Context: an optimization exercise on an open-source flow, tuned for small area. The choices shown serve that exercise and are no tape-out recipe.
Only simulation tests tie the RTL to the original design; equivalence was not proved.
Power is estimated from default activity; no workload was simulated.

Setup of try-maple:
## int_core
module int_core (
    input  logic                      clk,
    input  logic                      rst,
    input  logic                      inst_valid_i,
    input  logic [32-1:0]   inst_data_i,
    output logic                      wb_valid_o,
    output logic [5-1:0]  wb_addr_o,
    output logic [32-1:0]     wb_data_o,
    output logic                      illegal_o
);
    logic                      legal;
    logic                      special;
    logic                      a_zero;
    logic                      a_shamt;
    logic [32-1:0]     imm;
    logic                      shift;
    logic [3:0]                f;
    logic [5-1:0]  dst;
    logic [5-1:0]  rs;
    logic [5-1:0]  rt;
    logic [32-1:0]     rf_a;
    logic [32-1:0]     rf_b;
    logic                      fwd_a;
    logic                      fwd_b;
    logic                      ex_wb;
    logic                      ex_ill;
    logic                      ex_shift;
    logic [3:0]                ex_f;
    logic [5-1:0]  ex_dst;
  ...
==> flow/config.mk <==
export PLATFORM = sky130hd
export DESIGN_NAME = int_core
export DESIGN_NICKNAME = int_core
export VERILOG_FILES = /design/flow/design.v
export SDC_FILE = /design/flow/constraint.sdc
export NUM_CORES = 4
export LEC_CHECK = 0
export CAP_MARGIN = 20
export CORE_MARGIN = 2
export CORE_UTILIZATION = 45
export SLEW_MARGIN = 20
export SYNTH_HIERARCHICAL = 1
==> flow/constraint.sdc <==
create_clock -name core_clock -period 5.5 [get_ports {clk}]
set_input_delay 1.1000 -clock core_clock [delete_from_list [all_inputs] [get_ports {clk}]]
set_output_delay 1.1000 -clock core_clock [all_outputs]
set_load 0.01 [all_outputs]
standard.sh (not shown) runs the stock make flow with config.mk's settings and CLKGATE_MAP_FILE= SYNTH_SCRIPT=/design/flow/synth_recipe.tcl, a recipe that flattens the netlist after the stock synthesis.
==> flow/flow/run.sh <==
#!/bin/bash
# Own layout flow: the standard flow (standard.sh) with two knobs ORFS
# reads from the environment:
#  - port buffers use the smallest buffer cell instead of the default pick;
#  - clock tree: larger sink clusters and no dummy loads.
# Every input and output port is still buffered, and the clock tree is built
# by TritonCTS as usual. make's full output goes to flow_make.log here; each
# ORFS step also keeps its own log under orfs/logs/.
set -euo pipefail
export BUFFER_PORTS_ARGS="-buffer_cell sky130_fd_sc_hd__buf_1"
export CTS_ARGS="-sink_clustering_enable -repair_clock_nets -sink_clustering_size 24 -sink_clustering_max_diameter 120 -dont_use_dummy_load"
bash standard.sh > flow_make.log 2>&1
try-maple completed every stage of the flow, and the final layout passed the timing, design-rule and antenna checks.
#### Input delta (try-onyx over try-maple)
Settings: SLEW_MARGIN now 5, was 20; CAP_MARGIN now 5, was 20.
[summary]
Hold slack, try-onyx and try-maple: higher on try-onyx
try-onyx can be clocked slower than try-maple.
Higher final period utilization among try-onyx and try-maple: try-onyx
Lower critical-path maximum fanout goes to try-maple over try-onyx.
Final area | try-onyx below try-maple
[flow] try-onyx | stages: complete | final checks: fail | reason: max-capacitance violations, max-slew violations
Compared with try-maple, in try-onyx core utilization of the finished layout fell 0.18 points, via count of the first global-routing pass picked up an extra 358, number of vias in the routed layout lost 196.
Inputs modified between try-onyx and try-sierra:
Settings: swapping 5 for 20 in SLEW_MARGIN; putting PLACE_DENSITY at 0.72 where nothing was set; swapping 5 for 20 in CAP_MARGIN.
Summary of try-sierra and try-onyx: one run falls short of a clean finish, namely try-onyx.
try-onyx -> stages 100% | layout checks FAIL | max-capacitance violations, max-slew violations
Looking at clock skew, try-sierra sits above try-onyx.
Sort try-sierra and try-onyx by global-route usage over all layers desc -> top: try-onyx
Multi-input gate share of total cell area across try-sierra and try-onyx: no real change.
The run with more routed wire is try-onyx, not try-sierra.
In the metrics for try-sierra and try-onyx, the one carrying the higher final layout net count is try-onyx.
When try-sierra is set beside try-onyx, its cell area after placement turns out to be 160 µm² smaller.
Comparing try-sierra and try-onyx, the higher worst stage delay on the critical path is on try-onyx.
try-onyx vs try-sierra, last element of the critical path: ex_a[26] vs ex_b[11]
Changes in try-lagoon relative to try-sierra:
Settings: CTS_CLUSTER_SIZE newly set to 24; PLACE_DENSITY removed (was 0.72); CTS_CLUSTER_DIAMETER newly set to 120.
==> flow/run.sh (new file) <==
#!/bin/bash
# synth_recipe.tcl (not shown) runs the flow's synth.tcl, then flattens the netlist and writes it again
# the make line also repeats each setting of config.mk as NAME=value (left out here)
make -C /OpenROAD-flow-scripts/flow DESIGN_CONFIG=/design/flow/config.mk WORK_HOME=/design/flow/orfs CLKGATE_MAP_FILE= SYNTH_SCRIPT=/design/flow/synth_recipe.tcl finish
removed: flow/flow/run.sh
removed: flow/standard.sh
Notes after the runs:
try-lagoon | stages: all done | timing, DRC, antenna: all pass
Compared with try-sierra, met1 routed wirelength after detailed routing in try-lagoon increased by more than 10%.
Comparing try-lagoon with try-sierra, the actual slew at the worst max-slew pin came out essentially unchanged.
In the tables for try-sierra and try-lagoon, switching power total reads lower with try-sierra.
The lower clock latency on the worst-skew pair came out of try-sierra.
Status: clock-pin slew of the registers on the worst-case setup and hold paths parity (try-lagoon, try-sierra)
try-lagoon — logic depth of the worst path, buffers included 1 higher, try-sierra as reference
NOTE: worst hold slack in try-lagoon exceeds that of try-sierra
try-lagoon ended up with a222oi_1 as its slowest library cell on the worst path; try-sierra ended up with nor2_4.
Taking try-lagoon over try-sierra, the first-pass GRT wire length ratio works out to 1.10.
Between try-sierra and try-lagoon, the overall power of the completed layout is higher for try-lagoon.
Sort try-sierra and try-lagoon by setup slack after placement asc -> top: try-lagoon
Comparing try-lagoon against try-sierra, there is no change at all in clock sink count.

==> re-timing with driven ports <==
The results above use ideal ports. As a check the final layouts listed here were re-extracted and re-timed, cells and wires unchanged.
Step 1, drivers: a clkbuf_16 drives clk and a buf_2 each remaining input, both assumed.
Step 2 moves the port delays by t, midway between the first and last clock arrival at a register: inputs arrive t later, outputs are due t later. That takes back most of the time a late clock gives input paths.
Slacks: ideal / step 1 / step 2; pairs: ideal / step 1.
run	t, ns	setup WS [ns]	worst hold slack (ns)	worst register clock-pin slew, ns
try-maple	0.758	0.544 / 0.587 / -0.171	0.465 / 0.465 / 0.465	0.11 / 0.11
try-onyx	0.757	0.315 / 0.360 / -0.397	0.479 / 0.479 / 0.479	0.11 / 0.11
try-sierra	0.750	0.549 / 0.601 / -0.149	0.438 / 0.438 / 0.438	0.10 / 0.10
try-lagoon	0.800	0.253 / 0.303 / -0.497	0.463 / 0.463 / 0.463	0.11 / 0.11
For try-lagoon, which loses most, drivers alone change the setup slack by +0.050 ns; drivers and shift together by -0.750 ns.
